Background: an optimization exercise with open tools, aiming at small area. Do not read the settings as production practice.
The RTL was checked by simulation tests, not by an equivalence proof against the original design.
Power figures rest on the tool's default switching activity, not on a simulated workload.

===== design/flow/config.mk =====
export PLATFORM = sky130hd
export DESIGN_NAME = mode7_stepper
export DESIGN_NICKNAME = mode7_stepper
export VERILOG_FILES = /design/flow/design.v
export SDC_FILE = /design/flow/constraint.sdc
export NUM_CORES = 4
export LEC_CHECK = 0
export CAP_MARGIN = 20
export CORE_MARGIN = 2
export CORE_UTILIZATION = 40
export SLEW_MARGIN = 20
export BUFFER_PORTS_ARGS = -buffer_cell sky130_fd_sc_hd__buf_1
export CTS_ARGS = -sink_clustering_enable -repair_clock_nets -sink_clustering_size 10 -sink_clustering_max_diameter 40 -buf_list sky130_fd_sc_hd__clkbuf_4 -dont_use_dummy_load

===== design/flow/constraint.sdc =====
create_clock -name core_clock -period 14.0 [get_ports {clk}]
set_input_delay 2.8000 -clock core_clock [delete_from_list [all_inputs] [get_ports {clk}]]
set_output_delay 2.8000 -clock core_clock [all_outputs]
set_load 0.01 [all_outputs]

===== design/flow/design.v =====
module mode7_stepper #(
  parameter int HACT = 640,
  parameter int VACT = 480,
  parameter int VTOT = 525
) (
  input  logic        clk,
  input  logic        reset,
  input  logic        p_tick,
  input  logic        video_on,
  input  logic [9:0]  pixel_x,
  input  logic [9:0]  pixel_y,
  input  logic [15:0] originx,
  input  logic [15:0] originy,
  input  logic [15:0] offsetx,
  input  logic [15:0] offsety,
  input  logic [23:0] scalex,
  input  logic [23:0] scaley,
  input  logic [8:0]  angle,
  input  logic [15:0] tex_mask,
  output logic [8:0]  rom_addr,
  input  logic [15:0] rom_cos,
  input  logic [15:0] rom_sin,
  output logic [15:0] tex_u,
  output logic [15:0] tex_v,
  output logic        tex_valid
);
  localparam logic [9:0] X_END  = 10'(HACT);
  localparam logic [9:0] Y_ACT  = 10'(VACT);
  localparam logic [9:0] Y_LAST = 10'(VTOT - 1);
  localparam int W  = 38;    
  localparam int WL = 19;    
  localparam int WH = W - WL;
  typedef enum logic [1:0] {IDLE, FD, FS, LINE} mode_t;
  logic        ld, line_end, arm, present;
  logic [9:0]  ny;
  assign ld       = p_tick && (pixel_x == '0) && (pixel_y == Y_ACT);
  assign line_end = p_tick && (pixel_x == X_END);
  assign ny       = (pixel_y == Y_LAST) ? 10'd0 : pixel_y + 10'd1;
  assign arm      = line_end && (ny < Y_ACT);
  logic [8:0]  ra;
  logic        dflt;
  logic [15:0] mask, ox, oy, offx, offy;
  assign rom_addr = ra;
  always_ff @(posedge clk or negedge reset) begin
    if (!reset) begin
      ra   <= '0;
      dflt <= 1'b1;
    end else if (ld) begin
      ra   <= angle;
      dflt <= 1'b0;
    end
  end
  always_ff @(posedge clk) begin
    if (ld) begin
      mask <= tex_mask;
      ox   <= originx;
      oy   <= originy;
      offx <= offsetx;
      offy <= offsety;
    end
  end
  mode_t      mode;
  logic [5:0] k;
  logic [1:0] ph;
  logic       fin, armed;
  logic [8:0] yl;    
  assign present = p_tick && video_on && armed;
  always_ff @(posedge clk or negedge reset) begin
    if (!reset) begin
      mode  <= IDLE;
      k     <= '0;
      ph    <= '0;
      fin   <= 1'b0;
      armed <= 1'b0;
    end else begin
      if (line_end) armed <= (ny < Y_ACT);
      if (ld || arm) begin
        mode <= ld ? FD : LINE;
        k    <= 6'd37;
        ph   <= '0;
        fin  <= 1'b0;
      end else if (mode != IDLE) begin
        ph <= ph + 2'd1;
        if (!fin) begin
          if (ph == 2'd3 || (ph == 2'd2 && k >= 6'd9)) begin
            ph <= (k == '0) ? 2'd1 : 2'd0;
            fin <= (k == '0);
            k   <= k - 6'd1;
          end
        end else if (ph == 2'd0) begin
          ph   <= 2'd0;
          fin  <= 1'b0;
          k    <= 6'd37;
          mode <= (mode == FD) ? FS : IDLE;
        end
      end
    end
  end
  always_ff @(posedge clk) begin
    if (line_end) yl <= ny[8:0];
  end
  logic [3:0] kc, ko;
  logic       cosb, sinb, oxb, oyb, ylb, offxb, offyb;
  assign kc    = (k >= 6'd15) ? 4'd15 : k[3:0];
  assign ko    = 4'(k - 6'd22);
  assign cosb  = rom_cos[kc];
  assign sinb  = rom_sin[kc];
  assign oxb   = (k < 6'd16) && ox[k[3:0]];
  assign oyb   = (k < 6'd16) && oy[k[3:0]];
  assign ylb   = (k < 6'd9) && yl[k[3:0]];
  assign offxb = (k >= 6'd22) && offx[ko];
  assign offyb = (k >= 6'd22) && offy[ko];
  logic line, run, hd;
  logic selA, selD, selSu, selSv, inju, injv, cinu, cinv;
  assign line = (mode == LINE);
  assign run  = (mode != IDLE);
  assign hd   = line && !dflt;
  always_comb begin
    selA  = 1'b0;
    cinu  = 1'b0;
    cinv  = 1'b0;
    selD  = present && !dflt;
    selSu = 1'b0;
    selSv = 1'b0;
    if (run && !fin) begin
      case (ph)
        2'd0: begin
          selA = 1'b1;
          cinu = hd && offxb;
          cinv = hd && offyb;
        end
        2'd1: selD = hd && !oxb;
        2'd2: begin
          selSu = line ? hd && !oyb : (mode == FD) ? cosb : !sinb;
          selSv = line ? hd && !oyb : (mode == FD) ? sinb : cosb;
        end
        default: begin
          selSu = hd && ylb;
          selSv = hd && ylb;
        end
      endcase
    end else if (run) begin
      case (ph)
        2'd1: selD = hd;
        2'd2: begin
          selSu = hd || (mode == FS);
          selSv = hd;
        end
        default: ;
      endcase
    end
  end
  assign inju = dflt && present;
  assign injv = dflt && line && !fin && (ph == 2'd3) && ylb;
  logic [WL-1:0] Aln, Bln, Al, Bl;
  logic [WH-1:0] Ahn, Bhn, Ah, Bh;
  assign Al = ~Aln;
  assign Bl = ~Bln;
  assign Ah = ~Ahn;
  assign Bh = ~Bhn;
  logic [W-1:0]  Du, Dv, Su, Sv;
  logic          cun, cvn;                
  logic          hA, hD, hSu, hSv, hiu, hiv;   
  function automatic logic [WL:0] add_lo(input logic [WL-1:0] a, input logic [WL-1:0] b,
                                         input logic ci);
    logic [WL:0]   c;
    logic [WL-1:0] s;
    c[0] = ci;
    for (int i = 0; i < WL; i++) begin
      s[i]   = a[i] ^ b[i] ^ c[i];
      c[i+1] = (a[i] & b[i]) | (a[i] & c[i]) | (b[i] & c[i]);
    end
    add_lo = {c[WL], s};
  endfunction
  function automatic logic [WH-1:0] add_hi(input logic [WH-1:0] a, input logic [WH-1:0] b,
                                           input logic ci);
    logic [WH:0]   c;
    logic [WH-1:0] s;
    c[0] = ci;
    for (int i = 0; i < WH; i++) begin
      s[i]   = a[i] ^ b[i] ^ c[i];
      c[i+1] = (a[i] & b[i]) | (a[i] & c[i]) | (b[i] & c[i]);
    end
    add_hi = s;
  endfunction
  logic [WL-1:0] xul, xvl;
  logic [WH-1:0] xuh, xvh;
  logic [WL:0]   sul, svl;    
  logic [WH-1:0] suh, svh;
  assign xul = ({WL{selA}} & Al) | ({WL{selD}} & Du[WL-1:0]) | ({WL{selSu}} & Su[WL-1:0]);
  assign xvl = ({WL{selA}} & Bl) | ({WL{selD}} & Dv[WL-1:0]) | ({WL{selSv}} & Sv[WL-1:0]);
  assign xuh = ({WH{hA}} & Ah) | ({WH{hD}} & Du[W-1:WL]) | ({WH{hSu}} & Su[W-1:WL]) |
               (WH'(hiu) << (22 - WL));
  assign xvh = ({WH{hA}} & Bh) | ({WH{hD}} & Dv[W-1:WL]) | ({WH{hSv}} & Sv[W-1:WL]) |
               (WH'(hiv) << (22 - WL));
  assign sul = add_lo(Aln, ~xul, !cinu);
  assign svl = add_lo(Bln, ~xvl, !cinv);
  assign suh = add_hi(Ahn, ~xuh, cun);
  assign svh = add_hi(Bhn, ~xvh, cvn);
  always_ff @(posedge clk) begin
    Aln <= sul[WL-1:0];
    Bln <= svl[WL-1:0];
    cun <= sul[WL];
    cvn <= svl[WL];
    Ahn <= suh;
    Bhn <= svh;
  end
  always_ff @(posedge clk) begin
    hA  <= selA;
    hD  <= selD;
    hSu <= selSu;
    hSv <= selSv;
    hiu <= inju;
    hiv <= injv;
  end
  logic wb;
  assign wb = run && fin && (ph == 2'd0);
  always_ff @(posedge clk) begin
    if (ld) begin
      Su <= W'(scalex);
      Sv <= W'(scaley);
    end else if (wb && mode == FS) begin
      Su <= {Ah, Al};
      Sv <= {Bh, Bl};
    end
    if (wb && mode == FD) begin
      Du <= {Ah, Al};
      Dv <= {Bh, Bl};
    end
  end
  always_ff @(posedge clk or negedge reset) begin
    if (!reset) begin
      tex_u     <= '0;
      tex_v     <= '0;
      tex_valid <= 1'b0;
    end else begin
      tex_valid <= present;
      if (present) begin
        tex_u <= ~suh[WH-1:WH-16] & (mask | {16{dflt}});
        tex_v <= ~svh[WH-1:WH-16] & (mask | {16{dflt}});
      end
    end
  end
endmodule

===== design/flow/flow/run.sh =====
#!/bin/bash
set -e
cd "$(dirname "$0")/.."
cat >> "$FLOW_CONFIG" <<'EOC'
export BUFFER_PORTS_ARGS = -buffer_cell sky130_fd_sc_hd__buf_1
export CTS_ARGS = -sink_clustering_enable -repair_clock_nets -sink_clustering_size 10 -sink_clustering_max_diameter 40 -buf_list sky130_fd_sc_hd__clkbuf_4 -dont_use_dummy_load
EOC
bash standard.sh > standard.log 2>&1

===== design/flow/standard.sh =====
#!/bin/bash
# synth_recipe.tcl (not shown) runs the flow's synth.tcl, then flattens the netlist and writes it again
# the make line also repeats each setting of config.mk as NAME=value (left out here)
make -C /OpenROAD-flow-scripts/flow DESIGN_CONFIG=/design/flow/config.mk WORK_HOME=/design/flow/orfs CLKGATE_MAP_FILE= SYNTH_SCRIPT=/design/flow/synth_recipe.tcl "${@:-finish}"

==> impl_metrics.yaml, run 1 <==
critical_path:
  end_kind: "flip-flop"
  slowest_stage: "fa_1"
  path_class: "in -> reg"
  worstPathRequired_ns: 14.67
  crit_top_cell: "fa_1"
  startpoint_type: "primary input"
  slowest_delay_ns: 0.47
  reg2regPathDepth: 30
  crit_fanout: 2
  critPathArrivalTime_ns: 12.46
hold_path:
  min-delay-path-class: "reg -> reg"
  min_path_cells: 1
synth:
  synth_edf_count: 213
  synthCells: 1270
  synth_fp_nets: 1551
  yosysMostFrequentCell: "edfxtp_1"
  synth_fa_ha_area_share_pct: 10.1
  synth_top_family_by_area: "compound AO/OA/AOI/OAI gates"
  syn_area_sq_mm: 0.0163
  ys_async_sr_fraction_pct: 14.5
  synth-xor-area-share_pct: 0.750
  synth_top_flop_cell: "edfxtp_1"
  synthSimpleGateAreaFrac_pct: 7.63
  synth_commonest_cells: "edfxtp_1, inv_1, nor2_1, dfxtp_1, nand2_1"
  yosysTopAreaCell: "edfxtp_1"
  synth_compound_area_share_pct: 12.1
  synth.area.top_cells: "edfxtp_1, dfxtp_1, fa_1"
  synth_top_cell_area_share_pct: 39.1
  synthDistinctLibCells: 60
  synthMuxAreaShare_pct: 3.19
  seq_area_frac_synth_pct: 61.3
  synth_seq_cells: 380
  synth.avg_cell_area_sq_um: 12.9
  yosysWarnings: 1
route:
  drt-total-wl_microns: 37700
  top_layer_used: "met4"
  wl_per_cell_microns: 18.4
  antenna_left: 0
  dr.pass1.iters: 9
  vias: 10800
  dr_wl_met3_microns: 2240
  vias_per_cell: 5.28
  wl_met2_microns: 17700
  drt_iter0_drc: 811
  wl_met1_microns: 16700
  drc: 0
clocking:
  cts_made_buffers: 67
  clk-insertion-delay-late_ns: 0.75
  cts_root_buffer: "clkbuf_4"
  cts_tree: "built"
  cts.sinks: 380
  postCtsSetupRepairBufs: 0
  holdBufCountCts: 0
  cts_resized: 0
  cts_max_level: 3
  clk_pin_slew_ns: 0.09
  cts_buffer_depth: 3
global_routing:
  antenna_found_initial: 2
  grt_pass1_wl_microns: 60500
  grt_use_total_pct: 18.3
  grt_pass1_vias: 11100
  grt_overflow: 0
  grt_max_degree: 97
power:
  powerDensity_mw_per_mm2: 113
  peakVddDrop_mv: 0.0493
  p_leak_uw: 0.00664
finish:
  layout-drive-gt1-share_pct: 7.85
  area_growth_pct: 11.5
  fin_nets: 1799
  num-fill-cells: 3839
placement:
  dp_hpwl_microns: 24700
  place.gp.congestion: 0.812
  port_buffers: 234
die:
  core_area_sq_mm: 0.0406
  die_w_microns: 206
  initial_core_util_pct: 40.3
  row_count: 74
  die_h_microns: 206
  dieArea_sq_mm: 0.0425
  io_pins: 235
timing:
  skew_ns: 0.0909
  min_period_ns: 11.79
  final-max-slew-violation-count: 0
  rsz0062_at_grt: "false"
  hold_viol: 0
  holdWs_ns: 0.454
  worst_pin_slew_ns: 1.06
  setup_violations: 0
  tns_ns: 0
  slew_headroom_pct: 29.6
  fmax_mhz: 84.8
  min_period_over_period_pct: 84.2
run_status:
  status: "no timing/DRC/antenna violations"
flow_run:
  cap_violations: 0
## power by group
part	switching (uW)	total, uW	internal (uW)
logic	114	184	69.4
registers	40.9	1280	1240
clock network	368	588	220
total	524	2050	1530
## state kept, by name, indices dropped and copies added, names as in the netlist, 19 cells and up
signal / cells
Su: 38
Dv: 38
Aln: 19
Ahn: 19
Bhn: 19
Sv: 38
Du: 38
Bln: 19
## final cells by class
| cell class | instances | area [sq um] | share of cell area (%) |
|---|---|---|---|
| flip-flops and latches | 380 | 10000 | 55.0 |
| inverters | 125 | 472 | 2.59 |
| clock buffers | 67 | 503 | 2.76 |
| repair buffers | 251 | 1010 | 5.53 |
| multi-input cells | 693 | 5550 | 30.5 |
| well taps | 532 | 666 | 3.65 |
| diodes | 2 | 5.00 | 0.0275 |
## cells by family after synthesis
| kind of cell | count (synthesis) |
|---|---|
| compound gates | 269 |
| mux | 34 |
| buf+inv | 197 |
| flops | 380 |
| fa+ha+maj | 88 |
| simple gates | 288 |
| xor+xnor | 14 |
## routing by layer
| metal | vias up | GRT usage (%) |
|---|---|---|
| met1 | 5281 | 25.2 |
| li1 | 5086 | - |
| met5 | - | 0 |
| met3 | 84 | 3.99 |
| met4 | 0 | 6.48 |
| met2 | 370 | 28.8 |
## final timing paths
check,startpoint,slack (ns),endpoint
setup / recovery,rom_sin[11],2.21,Aln[18]
setup reg to reg,k[1],2.87,Aln[18]
max in group asynchronous,reset,11.13,k[0]
hold / removal,Bhn[15],0.45,Sv[34]
min in group asynchronous,reset,2.23,ra[1]
hold reg to reg,Bhn[15],0.45,Sv[34]
## critical path, delay by kind of cell
family / cells / cell delay, ns
adder cells (fa/ha/maj): 19 / 8.15
buffers and inverters: 3 / 0.22
AND/OR/NAND/NOR: 1 / 0.11
AO/OA/AOI/OAI: 6 / 1.18
## per-stage QoR
step	total power [uW]	setup WS (ns)	cell area, sq um	std cells	util, %
floorplan	1410	2.08	16300	1270	-
global placement	1480	1.49	17700	1981	43.7
detailed placement	1490	1.44	17700	1981	43.7
CTS	2090	2.22	18200	2048	44.9
global route	2170	1.91	18200	2050	44.9
finish	2050	2.21	18200	2050	44.9
## placed cells by master (no fill, tap or decap), drive strengths merged, types with 3 or more instances in the layout
cell type    n
nand4        6
xnor2        8
inv        124
buf        250
ha          14
nor2b        7
nor4         5
mux4        14
or2          3
fa          74
a221o        3
a21boi       3
nand3       17
nor3b        3
mux2         5
a21oi       62
dfrtp       54
clkbuf      68
edfxtp     213
a221oi       4
a222oi      54
xor2         6
o21ai       26
nand2b       4
nor2       117
a22oi       19
o22ai        3
nor3        19
and2         5
nand2       91
a211oi      38
a22o         4
or3          5
o31ai       31
mux2i       15
dfxtp      112
==> run 2, diff against run 1 <==
==> design/flow/flow/run.sh (replaced) <==
#!/bin/bash
set -e
cd "$(dirname "$0")/.."
cat >> "$FLOW_CONFIG" <<'EOC'
export BUFFER_PORTS_ARGS = -buffer_cell sky130_fd_sc_hd__buf_1
export CTS_ARGS = -sink_clustering_enable -repair_clock_nets -sink_clustering_size 26 -sink_clustering_max_diameter 80 -buf_list sky130_fd_sc_hd__clkbuf_16 -dont_use_dummy_load
EOC
bash standard.sh > standard.log 2>&1
--- a/design/flow/config.mk
+++ b/design/flow/config.mk
@@ -11,3 +11,3 @@
 export SLEW_MARGIN = 20
 export BUFFER_PORTS_ARGS = -buffer_cell sky130_fd_sc_hd__buf_1
-export CTS_ARGS = -sink_clustering_enable -repair_clock_nets -sink_clustering_size 10 -sink_clustering_max_diameter 40 -buf_list sky130_fd_sc_hd__clkbuf_4 -dont_use_dummy_load
+export CTS_ARGS = -sink_clustering_enable -repair_clock_nets -sink_clustering_size 26 -sink_clustering_max_diameter 80 -buf_list sky130_fd_sc_hd__clkbuf_16 -dont_use_dummy_load
==> impl_metrics.yaml, run 2 <==
run_status:
  status: "no timing/DRC/antenna violations"
synth:
  synthDistinctLibCells: 60
  synthCells: 1270
  synth_top_flop_cell: "edfxtp_1"
  synth_top_cell_area_share_pct: 39.1
  seq_area_frac_synth_pct: 61.3
  yosysTopAreaCell: "edfxtp_1"
  synth_commonest_cells: "edfxtp_1, inv_1, nor2_1, dfxtp_1, nand2_1"
  yosysMostFrequentCell: "edfxtp_1"
  synth.area.top_cells: "edfxtp_1, dfxtp_1, fa_1"
  synth_fp_nets: 1551
  synth_edf_count: 213
  synth.avg_cell_area_sq_um: 12.9
  yosysWarnings: 1
  ys_async_sr_fraction_pct: 14.5
  synth_seq_cells: 380
  syn_area_sq_mm: 0.0163
timing:
  min_period_ns: 11.94
  setup_violations: 0
  tns_ns: 0
  slew_headroom_pct: 29.1
  min_period_over_period_pct: 85.3
  final-max-slew-violation-count: 0
  worst_pin_slew_ns: 1.06
  fmax_mhz: 83.7
  hold_viol: 0
  worst_slack_ns: 2.06
  skew_ns: 0.0519
  rsz0062_at_grt: "false"
finish:
  num-fill-cells: 3820
  fin_nets: 1756
  diodes: 0
  layout-drive-gt1-share_pct: 5.16
  mostFrequentLayoutCells: "buf_1, edfxtp_1, inv_1"
  fin_cells: 2005
  area_growth_pct: 12.1
  final_common_cell: "buf_1"
clocking:
  cts.sinks: 380
  cts_root_buffer: "clkbuf_16"
  cts_tree: "built"
  cts_max_level: 1
  clk-insertion-delay-late_ns: 0.57
  holdBufCountCts: 0
  clk_pin_slew_ns: 0.10
  cts_resized: 0
  cts_made_buffers: 24
  postCtsSetupRepairBufs: 0
  cts_buffer_depth: 3
power:
  p_clk_share_pct: 31.0
  p_seq_share_pct: 60.4
  power_switching_uw: 508
  intPower_uw: 1610
  swShare_pct: 24.0
  powerDensity_mw_per_mm2: 116
  p_comb_share_pct: 8.7
  peakVddDrop_mv: 0.0757
  total_power_uw: 2120
  p_leak_uw: 0.00662
critical_path:
  slowest_stage: "fa_1"
  critPathArrivalTime_ns: 12.46
  worstPathRequired_ns: 14.51
  crit_top_cell: "fa_1"
  slowest_delay_ns: 0.47
  reg2reg_slack_ns: 2.83
  end_kind: "flip-flop"
  startpoint_type: "primary input"
  crit_fanout: 2
  path_class: "in -> reg"
die:
  row_count: 74
  initial_core_util_pct: 40.3
  dieArea_sq_mm: 0.0425
  die_h_microns: 206
  core_area_sq_mm: 0.0406
  io_pins: 235
  die_w_microns: 206
route:
  antenna_left: 0
  wl_per_cell_microns: 18.6
  drc: 0
  drt-total-wl_microns: 37300
  drt_iter0_drc: 867
  vias_per_cell: 5.27
  vias: 10600
  dr.pass1.iters: 8
placement:
  dp_hpwl_microns: 24700
  port_buffers: 234
  placed_cells: 1981
  dp_slack_ns: 1.44
  place.gp.congestion: 0.812
global_routing:
  grt_pass1_vias: 10700
  antenna_found_initial: 0
  grt_overflow: 0
  grt_pass1_wl_microns: 59700
  grt_max_degree: 97
  grt_use_total_pct: 17.9
flow_run:
  cap_violations: 0
hold_path:
  min-delay-path-class: "reg -> reg"
==> run 2: cell families after synthesis <==
logic type | after synthesis | share of synthesized area (%)
AO/OA/AOI/OAI | 269 | 12.1
buffers and inverters | 197 | 4.88
AND/OR/NAND/NOR | 288 | 7.63
XOR/XNOR | 14 | 0.750
multiplexers | 34 | 3.19
flip-flops | 380 | 61.3
adder cells (fa/ha/maj) | 88 | 10.1
==> run 2: cell type report <==
cell class                 count  area [sq um]  share of cell area (%)
clock buffer                  24           601                    3.28
inverter                     125           472                    2.58
multi-input combinational    693          5550                    30.3
sequential                   380         10000                    54.7
tap                          532           666                    3.63
timing repair buffer         251          1010                    5.50
==> run 2: path summary, 6_finish.rpt <==
path,startpoint,to,cells after the start
hold / removal,Bhn[17],Sv[36],1
setup / recovery,rom_sin[11],Aln[18],29
min in group asynchronous,reset,ra[1],2
max in group asynchronous,reset,k[0],2
setup reg to reg,k[1],Aln[18],30
hold reg to reg,Bhn[17],Sv[36],1
==> run 2: worst max-delay path, delay by kind of cell <==
family	cells	cell delay, ns
adders and majority gates	19	8.15
AOI/OAI and AO/OA	6	1.17
and+or+nand+nor	1	0.10
buffers and inverters	3	0.22
==> run 2: through the flow <==
stage               cell area [sq um]  hold WS (ns)  utilization (%)
CTS                             18300         0.466             45.2
finish                          18300         0.463             45.2
detailed placement              17700         0.454             43.7
global route                    18300         0.486             45.2
floorplan                       16300         0.430                -
global placement                17700         0.443             43.7
==> run 2: power by group through the flow <==
stage	Clock [uW]	Combinational, uW	Sequential (uW)
6_report	657	183	1280
5_1_grt	722	217	1290
4_1_cts	683	188	1280
3_5_place_dp	0	188	1300
3_3_place_gp	0	178	1300
2_1_floorplan	0	118	1300
==> run 2: per-layer routing <==
layer	routed length, microns	GRT usage [%]
met1	17000	25.3
met2	17800	29.0
met4	724	4.52
met5	0	0
met3	1870	2.68
==> run 3, diff against run 2 <==
==> design/flow/flow/run.sh (replaced) <==
#!/bin/bash
set -e
cd "$(dirname "$0")/.."
cat >> "$FLOW_CONFIG" <<'EOC'
export BUFFER_PORTS_ARGS = -buffer_cell sky130_fd_sc_hd__buf_1
export CTS_ARGS = -sink_clustering_enable -repair_clock_nets -sink_clustering_size 20 -sink_clustering_max_diameter 70 -buf_list sky130_fd_sc_hd__clkbuf_8 -dont_use_dummy_load
EOC
bash standard.sh > standard.log 2>&1
--- a/design/flow/config.mk
+++ b/design/flow/config.mk
@@ -11,3 +11,3 @@
 export SLEW_MARGIN = 20
 export BUFFER_PORTS_ARGS = -buffer_cell sky130_fd_sc_hd__buf_1
-export CTS_ARGS = -sink_clustering_enable -repair_clock_nets -sink_clustering_size 26 -sink_clustering_max_diameter 80 -buf_list sky130_fd_sc_hd__clkbuf_16 -dont_use_dummy_load
+export CTS_ARGS = -sink_clustering_enable -repair_clock_nets -sink_clustering_size 20 -sink_clustering_max_diameter 70 -buf_list sky130_fd_sc_hd__clkbuf_8 -dont_use_dummy_load
==> impl_metrics.yaml, run 3 <==
run_status:
  status: "no timing/DRC/antenna violations"
timing:
  min_period_over_period_pct: 84.9
  skew_ns: 0.0575
  fmax_mhz: 84.1
  holdWs_ns: 0.463
  tns_ns: 0
  worst_slack_ns: 2.11
  worst_pin_slew_ns: 1.05
  rsz0062_at_grt: "false"
  slew_headroom_pct: 29.7
  min_period_ns: 11.89
  final-max-slew-violation-count: 0
  hold_viol: 0
  setup_violations: 0
synth:
  synth_commonest_cells: "edfxtp_1, inv_1, nor2_1, dfxtp_1, nand2_1"
  yosysTopAreaCell: "edfxtp_1"
  synthCells: 1270
  synth.avg_cell_area_sq_um: 12.9
  synthDistinctLibCells: 60
  synth_seq_cells: 380
  synth_edf_count: 213
  synth_top_flop_cell: "edfxtp_1"
  synth.area.top_cells: "edfxtp_1, dfxtp_1, fa_1"
  yosysWarnings: 1
  synth_fp_nets: 1551
  ys_async_sr_fraction_pct: 14.5
  yosysMostFrequentCell: "edfxtp_1"
  syn_area_sq_mm: 0.0163
  synth_top_cell_area_share_pct: 39.1
  seq_area_frac_synth_pct: 61.3
die:
  io_pins: 235
  core_area_sq_mm: 0.0406
  die_w_microns: 206
  row_count: 74
  initial_core_util_pct: 40.3
  dieArea_sq_mm: 0.0425
  die_h_microns: 206
critical_path:
  end_kind: "flip-flop"
  slowest_delay_ns: 0.47
  slowest_stage: "fa_1"
  startpoint_type: "primary input"
  crit_fanout: 2
  crit_top_cell: "fa_1"
  path_class: "in -> reg"
  worstPathRequired_ns: 14.57
  critPathArrivalTime_ns: 12.45
global_routing:
  grt_overflow: 0
  grt_pass1_wl_microns: 59600
  grt_pass1_vias: 10800
  antenna_found_initial: 0
  grt_use_total_pct: 17.8
  grt_max_degree: 97
clocking:
  holdBufCountCts: 0
  cts_made_buffers: 31
  cts_root_buffer: "clkbuf_8"
  clk_pin_slew_ns: 0.09
  cts.sinks: 380
  cts_buffer_depth: 3
  cts_tree: "built"
  cts_resized: 0
  clk-insertion-delay-late_ns: 0.64
  postCtsSetupRepairBufs: 0
  cts_max_level: 1
finish:
  fin_cells: 2012
  diodes: 0
  final_common_cell: "buf_1"
  layout-drive-gt1-share_pct: 5.61
  num-fill-cells: 3839
  area_growth_pct: 11.0
  fin_nets: 1763
  mostFrequentLayoutCells: "buf_1, edfxtp_1, inv_1"
placement:
  place.gp.congestion: 0.812
  dp_slack_ns: 1.44
  dp_hpwl_microns: 24700
  port_buffers: 234
  placed_cells: 1981
route:
  vias_per_cell: 5.24
  antenna_left: 0
  wl_per_cell_microns: 18.5
  vias: 10500
  drt_iter0_drc: 765
  drt-total-wl_microns: 37300
  drc: 0
  dr.pass1.iters: 8
power:
  p_leak_uw: 0.00655
  peakVddDrop_mv: 0.0689
  powerDensity_mw_per_mm2: 110
hold_path:
  min-delay-path-class: "reg -> reg"
flow_run:
  cap_violations: 0
==> run 3: cell counts after synthesis <==
No cell type changed its count.
==> run 3: cell families after synthesis <==
kind of cell,count (synthesis),share of synthesized area (%)
compound gates,269,12.1
xor+xnor,14,0.750
fa+ha+maj,88,10.1
buf+inv,197,4.88
flops,380,61.3
mux,34,3.19
simple gates,288,7.63
==> run 3: layer usage <==
| metal | vias to the layer above | part of all wire, % | track usage, % |
|---|---|---|---|
| li1 | 4990 | - | - |
| met1 | 5196 | 45 | 25.3 |
| met2 | 305 | 47 | 28.7 |
| met3 | 51 | 5.2 | 2.89 |
| met4 | 0 | 2.3 | 4.41 |
| met5 | - | 0 | 0 |
==> run 3: critical path, delay by kind of cell <==
kind,cells,cell delay [ns]
fa+ha+maj,19,8.16
compound gates,6,1.17
simple gates,1,0.10
buf+inv,3,0.22
==> run 3: layout make-up <==
cell class                      count  area (sq um)  share of cell area [%]
Clock buffer                       31           427                    2.35
Timing Repair Buffer              251          1010                    5.55
Inverter                          125           472                    2.60
Tap cell                          532           666                    3.67
Multi-Input combinational cell    693          5550                    30.6
Sequential cell                   380         10000                    55.2
==> run 3: through the flow <==
stage                     total power (uW)  utilization (%)  instance area (sq um)
after floorplan                       1410                -                  16300
after global routing                  2110             44.7                  18100
after global placement                1480             43.7                  17700
after CTS                             2040             44.7                  18100
final                                 2000             44.7                  18100
after detailed placement              1490             43.7                  17700
==> run 3: power by group <==
group	switching [uW]	internal [uW]	total, uW
Sequential	40.7	1240	1280
Combinational	114	69.5	183
Clock	344	197	540
Total	498	1510	2000
==> run 3: worst paths after layout <==
path / endpoint / start / depth (start not counted) / slack, ns
max reg2reg: Aln[18] / k[1] / 30 / 2.80
max in group asynchronous: k[0] / reset / 2 / 11.06
min: Sv[30] / Bhn[11] / 1 / 0.46
min reg2reg: Sv[30] / Bhn[11] / 1 / 0.46
max: Aln[18] / rom_sin[11] / 29 / 2.11
min in group asynchronous: tex_u[11] / reset / 2 / 2.33
==> run 4, diff against run 3 <==
==> design/flow/flow/run.sh (replaced) <==
#!/bin/bash
set -e
cd "$(dirname "$0")/.."
cat >> "$FLOW_CONFIG" <<'EOC'
export BUFFER_PORTS_ARGS = -buffer_cell sky130_fd_sc_hd__buf_1
export CTS_ARGS = -sink_clustering_enable -repair_clock_nets -sink_clustering_size 16 -sink_clustering_max_diameter 60 -buf_list sky130_fd_sc_hd__clkbuf_8 -dont_use_dummy_load
EOC
bash standard.sh > standard.log 2>&1
==> design/flow/config.mk (replaced) <==
export PLATFORM = sky130hd
export DESIGN_NAME = mode7_stepper
export DESIGN_NICKNAME = mode7_stepper
export VERILOG_FILES = /design/flow/design.v
export SDC_FILE = /design/flow/constraint.sdc
export NUM_CORES = 4
export LEC_CHECK = 0
export CAP_MARGIN = 20
export CORE_MARGIN = 2
export CORE_UTILIZATION = 60
export SLEW_MARGIN = 20
export BUFFER_PORTS_ARGS = -buffer_cell sky130_fd_sc_hd__buf_1
export CTS_ARGS = -sink_clustering_enable -repair_clock_nets -sink_clustering_size 16 -sink_clustering_max_diameter 60 -buf_list sky130_fd_sc_hd__clkbuf_8 -dont_use_dummy_load
==> impl_metrics.yaml, run 4 <==
run_status:
  status: "no timing/DRC/antenna violations"
timing:
  min_period_over_period_pct: 85.6
  worst_pin_slew_ns: 0.971
  fmax_mhz: 83.5
  skew_ns: 0.0324
  rsz0062_at_grt: "false"
  slew_headroom_pct: 35.3
  holdWs_ns: 0.457
  worst_slack_ns: 2.02
  setup_violations: 0
  hold_viol: 0
  min_period_ns: 11.98
  tns_ns: 0
  final-max-slew-violation-count: 0
route:
  antenna_left: 0
  wl_per_cell_microns: 18.6
  vias_per_cell: 5.74
  drt_iter0_drc: 917
  drc: 0
  vias: 10500
  drt-total-wl_microns: 33900
  dr.pass1.iters: 8
clocking:
  clk-insertion-delay-late_ns: 0.61
  cts_tree: "built"
  cts_buffer_depth: 3
  holdBufCountCts: 0
  clk_pin_slew_ns: 0.09
  cts_made_buffers: 31
  postCtsSetupRepairBufs: 0
  cts.sinks: 380
  cts_root_buffer: "clkbuf_8"
  cts_resized: 0
  cts_max_level: 1
finish:
  final_common_cell: "buf_1"
  mostFrequentLayoutCells: "buf_1, edfxtp_1, inv_1"
  area_growth_pct: 9.60
  fin_nets: 1763
  fin_cells: 1823
  fin_area_sq_mm: 0.0179
  layout-drive-gt1-share_pct: 5.61
synth:
  synth-xor-area-share_pct: 0.750
  synth_compound_area_share_pct: 12.1
  synthCells: 1270
  seq_area_frac_synth_pct: 61.3
  synthMuxAreaShare_pct: 3.19
  syn_area_sq_mm: 0.0163
  synthDistinctLibCells: 60
  synth.area.top_cells: "edfxtp_1, dfxtp_1, fa_1"
  synth_edf_count: 213
  synth_commonest_cells: "edfxtp_1, inv_1, nor2_1, dfxtp_1, nand2_1"
  synth_top_flop_cell: "edfxtp_1"
  synth_fa_ha_area_share_pct: 10.1
  synth_top_family_by_area: "compound AO/OA/AOI/OAI gates"
  yosysTopAreaCell: "edfxtp_1"
  synth.avg_cell_area_sq_um: 12.9
  synth_top_cell_area_share_pct: 39.1
  yosysMostFrequentCell: "edfxtp_1"
  synth_fp_nets: 1551
  ys_async_sr_fraction_pct: 14.5
  synth_seq_cells: 380
  synthSimpleGateAreaFrac_pct: 7.63
  yosysWarnings: 1
placement:
  place.gp.congestion: 0.858
  dp_slack_ns: 1.33
  placed_cells: 1790
  port_buffers: 234
  dp_hpwl_microns: 22400
  postPlaceCellArea_sq_mm: 0.0175
die:
  core_area_sq_mm: 0.0269
  dieArea_sq_mm: 0.0286
  io_pins: 235
  initial_core_util_pct: 60.8
  die_w_microns: 169
  die_h_microns: 169
  row_count: 60
critical_path:
  end_kind: "flip-flop"
  worstPathRequired_ns: 14.54
  slowest_delay_ns: 0.46
  critPathArrivalTime_ns: 12.52
  crit_top_cell: "fa_1"
  rr_startpoint: "k[1]"
  startpoint: "rom_cos[8]"
  slowest_stage: "fa_1"
  crit_fanout: 20
  startpoint_type: "primary input"
  path_class: "in -> reg"
global_routing:
  grt_max_degree: 67
  grt_use_total_pct: 24.4
  grt_pass1_wl_microns: 55100
  grt_pass1_vias: 10500
  antenna_found_initial: 2
  grt_overflow: 0
hold_path:
  worstHoldStart: "Bhn[13]"
  min-delay-path-class: "reg -> reg"
flow_run:
  cap_violations: 0
power:
  powerDensity_mw_per_mm2: 111
  p_leak_uw: 0.00655
  peakVddDrop_mv: 0.0856
run 4: final cells by class:
type | count | area, sq um
clock buffer | 31 | 427
timing repair buffer | 251 | 1010
inverter | 125 | 472
tap | 341 | 427
antenna | 2 | 5.00
sequential | 380 | 10000
fill | 2095 | 8970
multi-input combinational | 693 | 5550
run 4: final timing paths:
kind	cells past startpoint	slack [ns]	end
max in group asynchronous	2	11.08	k[0]
setup / recovery	30	2.02	Aln[18]
setup reg to reg	30	2.66	Aln[18]
hold / removal	1	0.46	Sv[32]
min in group asynchronous	2	2.33	ra[4]
hold reg to reg	1	0.46	Sv[32]
run 4: critical path, delay by kind of cell:
family,cells,cell delay [ns]
adder cells (fa/ha/maj),19,8.09
AO/OA/AOI/OAI,5,0.86
buffers and inverters,4,0.48
multiplexers,1,0.14
AND/OR/NAND/NOR,1,0.12
run 4: stage by stage:
stage | power (uW) | util [%]
5_1_grt | 2080 | 66.6
4_1_cts | 2010 | 66.6
3_3_place_gp | 1480 | 65.0
6_report | 1990 | 66.6
3_5_place_dp | 1490 | 65.0
2_1_floorplan | 1410 | -
run 4: where the power goes:
group	switching, uW	total (uW)	internal [uW]
combinational	110	179	69.2
clock	332	529	197
sequential	42.3	1280	1240
run 4: logic make-up (layout without fill, tap and decap cells):
kind of cell,count (synthesis),after routing
DFF,380,380
other,0,2
adders and majority gates,88,88
buffers and inverters,197,407
xor gates and xnor gates,14,14
and+or+nand+nor,288,288
AOI/OAI and AO/OA,269,269
muxes,34,34
run 4: per-layer routing:
layer | part of all wire, % | vias up | track usage [%]
met4 | 2.0 | 0 | 5.09
li1 | - | 4990 | -
met5 | 0 | - | 0
met3 | 6.2 | 46 | 4.02
met2 | 48 | 333 | 40.7
met1 | 43 | 5096 | 34.3
==> run 5, diff against run 4 <==
--- a/design/flow/config.mk
+++ b/design/flow/config.mk
@@ -8,5 +8,6 @@
 export CAP_MARGIN = 20
 export CORE_MARGIN = 2
-export CORE_UTILIZATION = 60
+export CORE_UTILIZATION = 70
+export GPL_TIMING_DRIVEN = 0
 export SLEW_MARGIN = 20
 export BUFFER_PORTS_ARGS = -buffer_cell sky130_fd_sc_hd__buf_1
==> impl_metrics.yaml, run 5 <==
timing:
  tns_ns: 0
  worst_pin_slew_ns: 0.871
  slew_headroom_pct: 41.6
  fmax_mhz: 78.8
  skew_ns: 0.0679
  final-max-slew-violation-count: 0
  min_period_over_period_pct: 90.6
  min_period_ns: 12.69
  setup_violations: 0
  hold_viol: 0
  rsz0062_at_grt: "false"
critical_path:
  startpoint: "p_tick"
  slowest_stage: "fa_1"
  cp_num_buf_inv: 6
  end_kind: "flip-flop"
  path_class: "in -> reg"
  slowest_delay_ns: 0.47
  rr_startpoint: "k[0]"
  path_delay_family: "adder cells"
  crit_fanout: 10
  worstPathRequired_ns: 14.58
  crit_top_cell: "fa_1"
  critPathArrivalTime_ns: 13.27
  startpoint_type: "primary input"
synth:
  synth_fp_nets: 1551
  seq_area_frac_synth_pct: 61.3
  synth_commonest_cells: "edfxtp_1, inv_1, nor2_1, dfxtp_1, nand2_1"
  synthDistinctLibCells: 60
  yosysWarnings: 1
  synth_top_flop_cell: "edfxtp_1"
  synthCells: 1270
  yosysMostFrequentCell: "edfxtp_1"
  synth_top_cell_area_share_pct: 39.1
  synth.avg_cell_area_sq_um: 12.9
  synth_edf_count: 213
  synth.area.top_cells: "edfxtp_1, dfxtp_1, fa_1"
  synth_seq_cells: 380
  yosysTopAreaCell: "edfxtp_1"
  ys_async_sr_fraction_pct: 14.5
  syn_area_sq_mm: 0.0163
route:
  top_layer_used: "met4"
  wl_met1_microns: 15000
  antenna_left: 0
  drc: 0
  vias_per_cell: 6.05
  dr_wl_met3_microns: 2600
  drt_iter0_drc: 1031
  wl_per_cell_microns: 19.6
  drt-total-wl_microns: 36300
  wl_met2_microns: 17600
  vias: 11200
  dr.pass1.iters: 6
power:
  p_leak_uw: 0.00669
  peakVddDrop_mv: 0.0867
  powerDensity_mw_per_mm2: 110
finish:
  fin_cells: 1857
  layout-drive-gt1-share_pct: 5.90
  mostFrequentLayoutCells: "buf_1, edfxtp_1, inv_1"
  fin_nets: 1826
  final_common_cell: "buf_1"
  area_growth_pct: 11.2
global_routing:
  antenna_found_initial: 1
  grt_pass1_wl_microns: 57300
  grt_max_degree: 49
  grt_overflow: 0
  grt_pass1_vias: 11200
  grt_use_total_pct: 30.2
clocking:
  cts.sinks: 380
  cts_buffer_depth: 3
  postCtsSetupRepairBufs: 0
  cts_root_buffer: "clkbuf_8"
  clk-insertion-delay-late_ns: 0.63
  cts_made_buffers: 30
  clk_pin_slew_ns: 0.10
  cts_max_level: 1
  cts_tree: "built"
  holdBufCountCts: 0
  cts_resized: 0
die:
  io_pins: 235
  core_area_sq_mm: 0.0228
  die_w_microns: 157
  initial_core_util_pct: 71.7
  dieArea_sq_mm: 0.0246
  die_h_microns: 157
  row_count: 55
flow_run:
  cap_violations: 0
placement:
  dp_hpwl_microns: 26300
  port_buffers: 231
  place.gp.congestion: 0.890
  placed_cells: 1826
run_status:
  status: "no timing/DRC/antenna violations"
hold_path:
  min-delay-path-class: "reg -> reg"
  worstHoldStart: "Bhn[17]"
run 5: cell counts after synthesis:
Identical to the previous run, type by type.
run 5: cell type report:
class,instances,area (sq um)
diodes,1,2.50
plain buffers,72,332
clock buffers,30,413
fillers,1429,4610
inverters,125,469
multi-input cells,693,5530
flip-flops and latches,380,10000
well taps,313,392
repair buffers,243,1010
run 5: through the flow:
step                      setup slack [ns]  total power, uW  utilization, %  instance area, sq um  hold WS (ns)
after floorplan                       2.08             1410               -                 16300         0.430
final                                 1.31             1990            79.8                 18200         0.437
after CTS                             1.32             2000            79.8                 18200         0.441
after detailed placement             0.750             1490            78.0                 17800         0.451
after global placement               0.777             1480            77.3                 17600         0.442
after global routing                 0.867             2070            79.8                 18200         0.478
run 5: power by group:
part | total (uW) | switching (uW) | internal, uW
combinational | 189 | 116 | 72.6
sequential | 1280 | 41.3 | 1240
clock | 522 | 332 | 191
run 5: cells by family (layout without fill, tap and decap cells):
group	after synthesis	in the layout	synth area share, %
multiplexers	34	34	3.19
buffers and inverters	197	470	4.88
AO/OA/AOI/OAI	269	269	12.1
flip-flops	380	380	61.3
adder cells (fa/ha/maj)	88	88	10.1
other	0	1	0
AND/OR/NAND/NOR	288	288	7.63
XOR/XNOR	14	14	0.750
run 5: final timing paths:
| kind | to | slack (ns) | cells after the start |
|---|---|---|---|
| min in group asynchronous | tex_u[11] | 2.03 | 1 |
| min | Sv[36] | 0.44 | 1 |
| max reg2reg | Aln[18] | 2.55 | 30 |
| max | Aln[18] | 1.31 | 29 |
| min reg2reg | Sv[36] | 0.44 | 1 |
| max in group asynchronous | dflt | 11.53 | 2 |
run 5: layer usage:
metal,track usage [%],up-vias
met5,0,-
met4,10.4,0
met3,5.34,90
met2,49.3,480
li1,-,5119
met1,41.7,5550
==> run 6, diff against run 5 <==
--- a/design/flow/config.mk
+++ b/design/flow/config.mk
@@ -8,6 +8,5 @@
 export CAP_MARGIN = 20
 export CORE_MARGIN = 2
-export CORE_UTILIZATION = 70
-export GPL_TIMING_DRIVEN = 0
+export CORE_UTILIZATION = 40
 export SLEW_MARGIN = 20
 export BUFFER_PORTS_ARGS = -buffer_cell sky130_fd_sc_hd__buf_1
==> impl_metrics.yaml, run 6 <==
critical_path:
  crit_fanout: 2
  slowest_delay_ns: 0.47
  critPathArrivalTime_ns: 12.44
  startpoint_type: "primary input"
  slowest_stage: "fa_1"
  worstPathRequired_ns: 14.55
  end_kind: "flip-flop"
  path_class: "in -> reg"
  crit_top_cell: "fa_1"
finish:
  fin_nets: 1769
  mostFrequentLayoutCells: "buf_1, edfxtp_1, inv_1"
  multiInputGateArea_sq_mm: 0.00555
  final_common_cell: "buf_1"
  layout-drive-gt1-share_pct: 5.99
  diodes: 0
  num-fill-cells: 3834
  area_growth_pct: 11.5
  seqCellArea_sq_mm: 0.0100
synth:
  seq_area_frac_synth_pct: 61.3
  synth_seq_cells: 380
  ys_async_sr_fraction_pct: 14.5
  synth_top_flop_cell: "edfxtp_1"
  synth.avg_cell_area_sq_um: 12.9
  synthDistinctLibCells: 60
  synth.area.top_cells: "edfxtp_1, dfxtp_1, fa_1"
  yosysWarnings: 1
  synth_commonest_cells: "edfxtp_1, inv_1, nor2_1, dfxtp_1, nand2_1"
  synthCells: 1270
  yosysMostFrequentCell: "edfxtp_1"
  yosysTopAreaCell: "edfxtp_1"
  synth_fp_nets: 1551
  synth_top_cell_area_share_pct: 39.1
  syn_area_sq_mm: 0.0163
  synth_edf_count: 213
die:
  dieArea_sq_mm: 0.0425
  core_area_sq_mm: 0.0406
  row_count: 74
  die_w_microns: 206
  initial_core_util_pct: 40.3
  die_h_microns: 206
  io_pins: 235
clocking:
  clk-insertion-delay-late_ns: 0.61
  clk_pin_slew_ns: 0.08
  cts_buffer_depth: 3
  postCtsSetupRepairBufs: 0
  cts_root_buffer: "clkbuf_8"
  cts_max_level: 2
  cts_resized: 0
  cts_made_buffers: 37
  cts_tree: "built"
  cts.sinks: 380
  holdBufCountCts: 0
timing:
  slew_headroom_pct: 29.1
  hold_viol: 0
  min_period_over_period_pct: 85.0
  final-max-slew-violation-count: 0
  rsz0062_at_grt: "false"
  holdWs_ns: 0.459
  setup_violations: 0
  min_period_ns: 11.89
  fmax_mhz: 84.1
  worst_pin_slew_ns: 1.06
  skew_ns: 0.0666
  tns_ns: 0
route:
  drt_iter0_drc: 803
  wl_per_cell_microns: 18.5
  vias_per_cell: 5.25
  drc: 0
  dr.pass1.iters: 8
  vias: 10600
  antenna_left: 0
  drt-total-wl_microns: 37400
power:
  swShare_pct: 25.0
  intPower_uw: 1550
  p_seq_share_pct: 62.1
  power_switching_uw: 515
  p_comb_share_pct: 8.9
  peakVddDrop_mv: 0.0759
  p_leak_uw: 0.00659
  powerDensity_mw_per_mm2: 113
  p_clk_share_pct: 29.0
placement:
  port_buffers: 234
  dp_hpwl_microns: 24700
  place.gp.congestion: 0.812
run_status:
  status: "no timing/DRC/antenna violations"
global_routing:
  grt_pass1_vias: 10800
  grt_use_total_pct: 18.2
  grt_pass1_wl_microns: 59900
  antenna_found_initial: 0
  grt_max_degree: 97
  grt_overflow: 0
flow_run:
  cap_violations: 0
hold_path:
  min-delay-path-class: "reg -> reg"
run 6: power by group through the flow:
| stage | clock network (uW) | logic (uW) | registers [uW] |
|---|---|---|---|
| after floorplan | 0 | 118 | 1300 |
| after global placement | 0 | 178 | 1300 |
| after detailed placement | 0 | 188 | 1300 |
| after CTS | 624 | 188 | 1280 |
| after global routing | 661 | 217 | 1290 |
| final | 597 | 183 | 1280 |
run 6: metrics by stage:
stage	setup WS, ns	area, sq um	cells	utilization (%)	power [uW]
after floorplan	2.08	16300	1270	-	1410
after global placement	1.49	17700	1981	43.7	1480
after detailed placement	1.44	17700	1981	43.7	1490
after CTS	2.07	18200	2018	44.9	2090
after global routing	1.75	18200	2018	44.9	2170
final	2.11	18200	2018	44.9	2060
run 6: cell type report:
cell class,instances,share of cell area (%)
flip-flops and latches,380,55.0
repair buffers,251,5.53
clock buffers,37,2.79
well taps,532,3.65
multi-input cells,693,30.5
inverters,125,2.59
run 6: kinds of logic (layout without fill, tap and decap cells):
| logic type | count (synthesis) | in the layout | share of synthesized area [%] |
|---|---|---|---|
| AOI/OAI and AO/OA | 269 | 269 | 12.1 |
| DFF | 380 | 380 | 61.3 |
| buffers and inverters | 197 | 413 | 4.88 |
| muxes | 34 | 34 | 3.19 |
| and+or+nand+nor | 288 | 288 | 7.63 |
| adders and majority gates | 88 | 88 | 10.1 |
| xor gates and xnor gates | 14 | 14 | 0.750 |
run 6: final timing paths:
check                             from   endpoint  slack, ns  cells after the start
max                        rom_sin[11]    Aln[18]       2.11                     29
min                            Bhn[11]     Sv[30]       0.46                      1
max reg2reg                       k[3]    Aln[18]       2.88                     28
min reg2reg                    Bhn[11]     Sv[30]       0.46                      1
max in group asynchronous        reset       k[0]      11.01                      2
min in group asynchronous        reset  tex_u[15]       2.38                      2
run 6: critical path: cells and delay by family:
family	cells	cell delay, ns
simple gates	1	0.11
compound gates	6	1.17
fa+ha+maj	19	8.14
buf+inv	3	0.22
run 6: per-layer routing:
layer | share of wire (%) | up-vias | global-route usage [%]
li1 | - | 5003 | -
met1 | 45 | 5236 | 25.3
met2 | 48 | 306 | 29.0
met3 | 5.6 | 50 | 3.86
met4 | 1.9 | 0 | 4.80
met5 | 0 | - | 0
==> run 7, diff against run 6 <==
--- a/design/flow/config.mk
+++ b/design/flow/config.mk
@@ -8,5 +8,6 @@
 export CAP_MARGIN = 20
 export CORE_MARGIN = 2
-export CORE_UTILIZATION = 40
+export CORE_UTILIZATION = 75
+export PLACE_DENSITY = 0.85
 export SLEW_MARGIN = 20
 export BUFFER_PORTS_ARGS = -buffer_cell sky130_fd_sc_hd__buf_1
==> impl_metrics.yaml, run 7 <==
synth:
  synth_commonest_cells: "edfxtp_1, inv_1, nor2_1, dfxtp_1, nand2_1"
  synth.area.top_cells: "edfxtp_1, dfxtp_1, fa_1"
  synthCells: 1270
  synth_top_cell_area_share_pct: 39.1
  synth.avg_cell_area_sq_um: 12.9
  ys_async_sr_fraction_pct: 14.5
  yosysTopAreaCell: "edfxtp_1"
  synth_seq_cells: 380
  yosysMostFrequentCell: "edfxtp_1"
  synth_top_flop_cell: "edfxtp_1"
  synth_fp_nets: 1551
  synth_edf_count: 213
  seq_area_frac_synth_pct: 61.3
  syn_area_sq_mm: 0.0163
  synthDistinctLibCells: 60
  yosysWarnings: 1
global_routing:
  grt_max_degree: 70
  grt_pass1_vias: 10800
  grt_use_total_pct: 30.2
  grt_pass1_wl_microns: 53800
  grt_overflow: 0
  antenna_found_initial: 0
placement:
  place.gp.congestion: 0.861
  port_buffers: 234
  dp_hpwl_microns: 22800
timing:
  tns_ns: 0
  worst_pin_slew_ns: 0.820
  min_period_over_period_pct: 85.4
  fmax_mhz: 83.6
  holdWs_ns: 0.463
  final-max-slew-violation-count: 0
  rsz0062_at_grt: "false"
  hold_viol: 0
  slew_headroom_pct: 45.4
  skew_ns: 0.0881
  min_period_ns: 11.96
  setup_violations: 0
route:
  antenna_left: 0
  drt-total-wl_microns: 34000
  drc: 0
  drt_iter0_drc: 1126
  vias_per_cell: 6.15
  dr.pass1.iters: 9
  wl_per_cell_microns: 19.3
  vias: 10800
clocking:
  cts.sinks: 380
  clk_pin_slew_ns: 0.08
  postCtsSetupRepairBufs: 0
  cts_resized: 0
  clk-insertion-delay-late_ns: 0.61
  holdBufCountCts: 0
  cts_buffer_depth: 3
  cts_root_buffer: "clkbuf_8"
  cts_tree: "built"
  cts_max_level: 1
  cts_made_buffers: 30
critical_path:
  slowest_delay_ns: 0.46
  path_class: "in -> reg"
  crit_fanout: 20
  startpoint_type: "primary input"
  path_delay_family: "adder cells"
  cp_num_buf_inv: 4
  critPathArrivalTime_ns: 12.50
  slowest_stage: "fa_1"
  end_kind: "flip-flop"
  crit_top_cell: "fa_1"
  worstPathRequired_ns: 14.54
finish:
  num-fill-cells: 1241
  area_growth_pct: 8.97
  final_common_cell: "buf_1"
  layout-drive-gt1-share_pct: 5.48
  fin_nets: 1761
  multiInputGateArea_sq_mm: 0.00555
  diodes: 0
  seqCellArea_sq_mm: 0.0100
  mostFrequentLayoutCells: "buf_1, edfxtp_1, inv_1"
die:
  dieArea_sq_mm: 0.0230
  initial_core_util_pct: 75.6
  die_w_microns: 152
  row_count: 54
  core_area_sq_mm: 0.0216
  die_h_microns: 152
  io_pins: 235
power:
  powerDensity_mw_per_mm2: 111
  p_leak_uw: 0.00654
  peakVddDrop_mv: 0.103
hold_path:
  min-delay-path-class: "reg -> reg"
flow_run:
  cap_violations: 0
run_status:
  status: "no timing/DRC/antenna violations"
run 7: changes by cell type in the layout (fill, tap and decap cells not counted), sizes merged:
cell    change
clkbuf      -7
buf         -1
run 7: report_power, final:
part           internal, uW  total, uW  switching [uW]
logic                  70.5        186             116
clock network           191        515             325
registers              1240       1280            44.2
run 7: area by class of cell:
| type | instances | share of cell area (%) |
|---|---|---|
| inverters | 125 | 2.65 |
| well taps | 280 | 1.97 |
| flip-flops and latches | 380 | 56.3 |
| clock buffers | 30 | 2.32 |
| repair buffers | 250 | 5.61 |
| multi-input cells | 693 | 31.2 |
run 7: path summary, 6_finish.rpt:
check / start / end / cells past startpoint / slack (ns)
worst max-delay path: rom_sin[15] / Aln[18] / 30 / 2.04
worst min-delay path: Bhn[12] / Sv[31] / 1 / 0.46
worst max register to register: k[0] / Aln[18] / 30 / 2.90
worst min register to register: Bhn[12] / Sv[31] / 1 / 0.46
max in group asynchronous: reset / k[0] / 2 / 11.08
min in group asynchronous: reset / ra[0] / 2 / 2.33
run 7: kinds of logic after synthesis:
logic type,share of synthesized area [%]
flops,61.3
buf+inv,4.88
mux,3.19
xor+xnor,0.750
simple gates,7.63
fa+ha+maj,10.1
compound gates,12.1
run 7: layer usage:
| layer | vias to the layer above | GRT usage [%] | share of wire (%) |
|---|---|---|---|
| li1 | 4989 | - | - |
| met1 | 5170 | 41.6 | 40 |
| met2 | 565 | 50.0 | 49 |
| met3 | 83 | 4.94 | 8.1 |
| met4 | 0 | 10.4 | 3.2 |
| met5 | - | 0 | 0 |
run 7: through the flow:
stage / std cells / util [%] / cell area [sq um] / total power (uW) / worst slack (ns)
after global routing: 1758 / 82.3 / 17800 / 2060 / 1.58
after detailed placement: 1728 / 80.4 / 17400 / 1490 / 1.43
after global placement: 1728 / 80.4 / 17400 / 1470 / 1.50
after CTS: 1758 / 82.3 / 17800 / 1990 / 2.02
after floorplan: 1270 / - / 16300 / 1410 / 2.08
final: 1758 / 82.3 / 17800 / 1980 / 2.04
==> run 8, diff against run 7 <==
==> design/flow/flow/run.sh (replaced) <==
#!/bin/bash
set -e
cd "$(dirname "$0")/.."
cat >> "$FLOW_CONFIG" <<'EOC'
export BUFFER_PORTS_ARGS = -buffer_cell sky130_fd_sc_hd__buf_1
export CTS_ARGS = -sink_clustering_enable -repair_clock_nets -sink_clustering_size 18 -sink_clustering_max_diameter 50 -buf_list sky130_fd_sc_hd__clkbuf_8 -dont_use_dummy_load
EOC
bash standard.sh > standard.log 2>&1
==> design/flow/config.mk (replaced) <==
export PLATFORM = sky130hd
export DESIGN_NAME = mode7_stepper
export DESIGN_NICKNAME = mode7_stepper
export VERILOG_FILES = /design/flow/design.v
export SDC_FILE = /design/flow/constraint.sdc
export NUM_CORES = 4
export LEC_CHECK = 0
export CAP_MARGIN = 20
export CORE_MARGIN = 2
export CORE_UTILIZATION = 70
export SLEW_MARGIN = 20
export BUFFER_PORTS_ARGS = -buffer_cell sky130_fd_sc_hd__buf_1
export CTS_ARGS = -sink_clustering_enable -repair_clock_nets -sink_clustering_size 18 -sink_clustering_max_diameter 50 -buf_list sky130_fd_sc_hd__clkbuf_8 -dont_use_dummy_load
==> impl_metrics.yaml, run 8 <==
route:
  drt-total-wl_microns: 34000
  drt_iter0_drc: 1061
  dr.pass1.iters: 9
  vias_per_cell: 6.01
  vias: 10800
  wl_per_cell_microns: 18.9
  antenna_left: 0
  drc: 0
timing:
  hold_viol: 0
  fmax_mhz: 84.2
  worst_pin_slew_ns: 1.13
  holdWs_ns: 0.449
  rsz0062_at_grt: "false"
  slew_headroom_pct: 24.6
  final-max-slew-violation-count: 0
  min_period_ns: 11.88
  skew_ns: 0.0804
  setup_violations: 0
  tns_ns: 0
  min_period_over_period_pct: 84.9
die:
  row_count: 55
  io_pins: 235
  die_w_microns: 157
  die_h_microns: 157
  core_area_sq_mm: 0.0228
  dieArea_sq_mm: 0.0246
  initial_core_util_pct: 71.7
synth:
  synth_edf_count: 213
  synthDistinctLibCells: 60
  syn_area_sq_mm: 0.0163
  synth.area.top_cells: "edfxtp_1, dfxtp_1, fa_1"
  yosysWarnings: 1
  ys_async_sr_fraction_pct: 14.5
  synth_top_cell_area_share_pct: 39.1
  synth_top_flop_cell: "edfxtp_1"
  seq_area_frac_synth_pct: 61.3
  yosysMostFrequentCell: "edfxtp_1"
  yosysTopAreaCell: "edfxtp_1"
  synthCells: 1270
  synth_commonest_cells: "edfxtp_1, inv_1, nor2_1, dfxtp_1, nand2_1"
  synth_fp_nets: 1551
  synth.avg_cell_area_sq_um: 12.9
  synth_seq_cells: 380
placement:
  place.gp.congestion: 0.856
  placed_cells: 1760
  port_buffers: 234
  dp_hpwl_microns: 22600
critical_path:
  startpoint_type: "primary input"
  slowest_stage: "fa_1"
  worstPathRequired_ns: 14.51
  critPathArrivalTime_ns: 12.39
  end_kind: "flip-flop"
  crit_fanout: 2
  slowest_delay_ns: 0.49
  crit_top_cell: "fa_1"
  path_class: "in -> reg"
global_routing:
  grt_use_total_pct: 28.9
  grt_max_degree: 81
  grt_pass1_vias: 11100
  grt_pass1_wl_microns: 55300
  grt_overflow: 0
  antenna_found_initial: 1
clocking:
  clk_pin_slew_ns: 0.10
  holdBufCountCts: 0
  cts_buffer_depth: 3
  cts_made_buffers: 35
  cts_root_buffer: "clkbuf_8"
  postCtsSetupRepairBufs: 0
  cts.sinks: 380
  cts_resized: 0
  cts_max_level: 2
  cts_tree: "built"
  clk-insertion-delay-late_ns: 0.56
finish:
  fin_cells: 1796
  mostFrequentLayoutCells: "buf_1, edfxtp_1, inv_1"
  fin_nets: 1765
  final_common_cell: "buf_1"
  area_growth_pct: 9.61
  layout-drive-gt1-share_pct: 5.74
power:
  powerDensity_mw_per_mm2: 113
  p_leak_uw: 0.00657
  peakVddDrop_mv: 0.106
run_status:
  status: "no timing/DRC/antenna violations"
hold_path:
  min-delay-path-class: "reg -> reg"
flow_run:
  cap_violations: 0
==> run 8: area by class of cell <==
class,instances,area (sq um)
tap,313,392
clock buffer,35,482
multi-input combinational,693,5550
inverter,125,472
sequential,380,10000
antenna,1,2.50
fill,1408,4870
timing repair buffer,249,992
==> run 8: path summary, 6_finish.rpt <==
path / from / to / slack, ns / depth (start not counted)
worst min register to register: Bhn[14] / Sv[33] / 0.45 / 1
min in group asynchronous: reset / ra[4] / 2.44 / 2
worst min-delay path: Bhn[14] / Sv[33] / 0.45 / 1
worst max register to register: k[0] / Aln[18] / 2.82 / 29
max in group asynchronous: reset / k[5] / 10.97 / 2
worst max-delay path: rom_sin[11] / Aln[18] / 2.12 / 29
==> run 8: logic make-up (layout without fill, tap and decap cells) <==
logic type,count (synthesis),count (layout),share of synthesized area (%)
xor gates and xnor gates,14,14,0.750
DFF,380,380,61.3
other,0,1,0
muxes,34,34,3.19
buffers and inverters,197,409,4.88
AOI/OAI and AO/OA,269,269,12.1
adders and majority gates,88,88,10.1
and+or+nand+nor,288,288,7.63
==> run 8: layer usage <==
layer  GRT usage (%)  routed length [microns]  up-vias
li1                -                        -     4990
met1            38.9                    13700     5273
met2            48.0                    16900      461
met3            5.76                     2540       71
met4            9.57                      890        0
met5               0                        0        -
==> run 8: power by group <==
group | internal, uW | leakage [uW] | switching, uW
registers | 1240 | 0.00340 | 42.9
logic | 70.2 | 0.00291 | 111
clock network | 224 | 0.000252 | 334
total | 1530 | 0.00657 | 489
==> run 8: per-stage QoR <==
| stage | total power, uW | utilization [%] | cell area [sq um] | setup slack, ns |
|---|---|---|---|---|
| after floorplan | 1410 | - | 16300 | 2.08 |
| after global placement | 1480 | 76.5 | 17400 | 1.68 |
| after detailed placement | 1490 | 76.5 | 17400 | 1.52 |
| after CTS | 2030 | 78.6 | 17900 | 2.09 |
| after global routing | 2110 | 78.6 | 17900 | 1.70 |
| final | 2020 | 78.6 | 17900 | 2.12 |
==> run 8: worst max-delay path: cells and delay by family <==
kind / cells / cell delay [ns]
and+or+nand+nor: 1 / 0.12
AOI/OAI and AO/OA: 6 / 1.04
buffers and inverters: 3 / 0.22
adders and majority gates: 19 / 8.21

-- separate check: timing with driven ports --
No port has a modelled driver above. Below, the same layouts with a new extraction and two added sets of constraints.
Step 1 sets driving cells, clkbuf_16 on the clock port and buf_2 on the other inputs (assumed; they add their load-dependent delay and slew).
Step 2 moves the port delays by t, midway between the first and last clock arrival at a register: inputs arrive t later, outputs are due t later. That takes back most of the time a late clock gives input paths.
Three values: no drivers, after step 1, after step 2; two values: the first two.
| run | t, ns | setup slack, ns | clock arrival spread, ns | slew at the worst register clock pin (ns) | worst slew at a driven data input, ns |
|---|---|---|---|---|---|
| run 1 | 0.754 | 2.209 / 2.236 / 1.482 | 0.093 / 0.093 | 0.11 / 0.11 | 0.07 |
| run 2 | 0.595 | 2.058 / 2.089 / 1.494 | 0.053 / 0.052 | 0.10 / 0.10 | 0.06 |
| run 3 | 0.661 | 2.114 / 2.143 / 1.482 | 0.058 / 0.058 | 0.12 / 0.12 | 0.06 |
| run 4 | 0.645 | 2.021 / 2.048 / 1.403 | 0.033 / 0.032 | 0.10 / 0.10 | 0.07 |
| run 5 | 0.642 | 1.311 / 1.334 / 0.692 | 0.068 / 0.068 | 0.10 / 0.10 | 0.08 |
| run 6 | 0.623 | 2.105 / 2.132 / 1.509 | 0.067 / 0.067 | 0.10 / 0.10 | 0.06 |
| run 7 | 0.615 | 2.038 / 2.059 / 1.444 | 0.088 / 0.089 | 0.10 / 0.10 | 0.07 |
| run 8 | 0.567 | 2.118 / 2.141 / 1.575 | 0.080 / 0.081 | 0.11 / 0.11 | 0.07 |
After both steps every run listed still meets setup and hold. The setup slack of run 1, which loses most, moves by +0.027 ns with the drivers and by -0.727 ns with both steps.
